What follows belongs to an exercise in optimizing a design on an open flow for small area and a short achievable clock period; a production flow would make more cautious choices. RTL that was checked went through simulation tests only; none was proved equivalent to the original. Power figures rest on the tool's default switching activity, not on a simulated workload.

==> flow/design.v (excerpt) <==
module mul_unit (
    input  logic           clk,
    input  logic           rst_n,
    input  mul_pkg::op_t   op,
    input  mul_pkg::word_t mul_in_a,
    input  mul_pkg::word_t mul_in_b,
    output logic           mul_out_valid,
    output mul_pkg::word_t mul_out
);
Size: roughly 3300 cells after synthesis, about 330 flip-flops, roughly 110 I/O pins, roughly 0.031 mm^2 of cells after synthesis.
==> module mul_result, before the edit <==
module mul_result #(
    parameter int DELAY = 2
) (
    input  logic            clk,
    input  logic            rst_n,
    input  logic            valid,
    input  logic            sel_hi,
    input  mul_pkg::dword_t sum0,
    input  mul_pkg::dword_t sum1,
    output logic            mul_out_valid,
    output mul_pkg::word_t  mul_out
);
    mul_pkg::dword_t  prod;
    mul_pkg::word_t   word_sel;
    logic [DELAY-1:0] v_d;
    mul_pkg::word_t   r_d [DELAY];
    mul_pkg::dword_t  gen [12];
    mul_pkg::dword_t  prop [12];
    always_comb begin
        gen[0]  = sum0 & sum1;
        prop[0] = sum0 ^ sum1;
        for (int l = 1; l <= 6; l++) begin
            gen[l]  = gen[l-1];
            prop[l] = prop[l-1];
            for (int i = 0; i < 64; i++) begin
                if (((i + 1) % (1 << l)) == 0) begin
                    gen[l][i]  = gen[l-1][i] | (prop[l-1][i] & gen[l-1][i - (1 << (l-1))]);
                    prop[l][i] = prop[l-1][i] & prop[l-1][i - (1 << (l-1))];
                end
            end
        end
        for (int l = 5; l >= 1; l--) begin
            gen[12-l]  = gen[11-l];
            prop[12-l] = prop[11-l];
            for (int i = 0; i < 64; i++) begin
                if (((i + 1) % (1 << l)) == (1 << (l-1)) && i >= (1 << l)) begin
                    gen[12-l][i]  = gen[11-l][i] | (prop[11-l][i] & gen[11-l][i - (1 << (l-1))]);
                    prop[12-l][i] = prop[11-l][i] & prop[11-l][i - (1 << (l-1))];
                end
            end
        end
        prod = prop[0] ^ {gen[11][62:0], 1'b0};
        word_sel = sel_hi ? prod[63:32] : prod[31:0];
    end
    always_ff @(posedge clk) begin
        if (!rst_n) begin
            v_d <= '0;
        end else begin
            v_d[0] <= valid;
            for (int k = 1; k < DELAY; k++) begin
                v_d[k] <= v_d[k-1];
            end
        end
    end
    always_ff @(posedge clk) begin
        r_d[0] <= word_sel;
        for (int k = 1; k < DELAY; k++) begin
            r_d[k] <= r_d[k-1];
        end
    end
    always_ff @(posedge clk) begin
        if (!rst_n) begin
            mul_out_valid <= 1'b0;
            mul_out       <= '0;
        end else begin
            mul_out_valid <= v_d[DELAY-1];
            if (v_d[DELAY-1]) begin
                mul_out <= r_d[DELAY-1];
            end
        end
    end
endmodule
==> flow/config.mk <==
export PLATFORM = sky130hd
export DESIGN_NAME = mul_unit
export DESIGN_NICKNAME = mul_unit
export VERILOG_FILES = /design/flow/design.v
export SDC_FILE = /design/flow/constraint.sdc
export NUM_CORES = 4
export LEC_CHECK = 0
export ABC_AREA = 1
export CAP_MARGIN = 50
export CORE_MARGIN = 2
export CORE_UTILIZATION = 40
export SLEW_MARGIN = 75
==> flow/constraint.sdc <==
create_clock -name core_clock -period 20.0 [get_ports {clk}]
set_input_delay 4.0000 -clock core_clock [delete_from_list [all_inputs] [get_ports {clk}]]
set_output_delay 4.0000 -clock core_clock [all_outputs]
set_load 0.01 [all_outputs]
run.sh (not shown) runs the stock make flow with config.mk's settings and CLKGATE_MAP_FILE= SYNTH_SCRIPT=/design/flow/synth_recipe.tcl, a recipe that flattens the netlist after the stock synthesis.
The baseline passed the timing, DRC and antenna checks.
Rerun with:
--- a/flow/design.v
+++ b/flow/design.v
@@ -2885,30 +2885,6 @@
     logic [DELAY-1:0] v_d;
     mul_pkg::word_t   r_d [DELAY];
-    mul_pkg::dword_t  gen [12];
-    mul_pkg::dword_t  prop [12];
     always_comb begin
-        gen[0]  = sum0 & sum1;
-        prop[0] = sum0 ^ sum1;
-        for (int l = 1; l <= 6; l++) begin
-            gen[l]  = gen[l-1];
-            prop[l] = prop[l-1];
-            for (int i = 0; i < 64; i++) begin
-                if (((i + 1) % (1 << l)) == 0) begin
-                    gen[l][i]  = gen[l-1][i] | (prop[l-1][i] & gen[l-1][i - (1 << (l-1))]);
-                    prop[l][i] = prop[l-1][i] & prop[l-1][i - (1 << (l-1))];
-                end
-            end
-        end
-        for (int l = 5; l >= 1; l--) begin
-            gen[12-l]  = gen[11-l];
-            prop[12-l] = prop[11-l];
-            for (int i = 0; i < 64; i++) begin
-                if (((i + 1) % (1 << l)) == (1 << (l-1)) && i >= (1 << l)) begin
-                    gen[12-l][i]  = gen[11-l][i] | (prop[11-l][i] & gen[11-l][i - (1 << (l-1))]);
-                    prop[12-l][i] = prop[11-l][i] & prop[11-l][i - (1 << (l-1))];
-                end
-            end
-        end
-        prod = prop[0] ^ {gen[11][62:0], 1'b0};
+        prod     = sum0 + sum1;
         word_sel = sel_hi ? prod[63:32] : prod[31:0];
     end
Outcome: Area after synthesis climbs by about 10%. Power climbs by 14%. Global-route usage climbs by 0.41 points. Final area climbs by 8.6%. Fmax drops by 0.55%. Register-to-register slack gains 0.06 ns. Utilization drops by 1.0 points. Clock skew drops by 0.012 ns. Sequential power is about the same. Count of clock-buffer cells in the layout climbs by 1. Cell count climbs by 24%. Wire length climbs by about 12%. Critical path depth does not change. Via count climbs by about 18%.
Only the layout flow was run in the second run of this note; the RTL was not checked for function there.

[separate check: timing with driven ports]
No port has a modelled driver above. Below, the same layouts with a new extraction and two added sets of constraints. Step 1 sets driving cells, clkbuf_16 on the clock port and buf_2 on the other inputs (assumed; they add their load-dependent delay and slew). Step 2, shift: input delay + t, output delay - t, t = (earliest + latest rising clock arrival at the registers) / 2. This alone moves slack from input paths to output paths. Slacks: ideal ports / drivers / drivers and shift; pairs: ideal ports / drivers.
run	shift t [ns]	setup WS [ns]	worst slew at a driven data input, ns
the first run	0.649	14.550 / 14.485 / 14.659	0.08
the second run	0.659	14.520 / 14.454 / 14.566	0.06
After both steps every run listed still meets setup and hold.
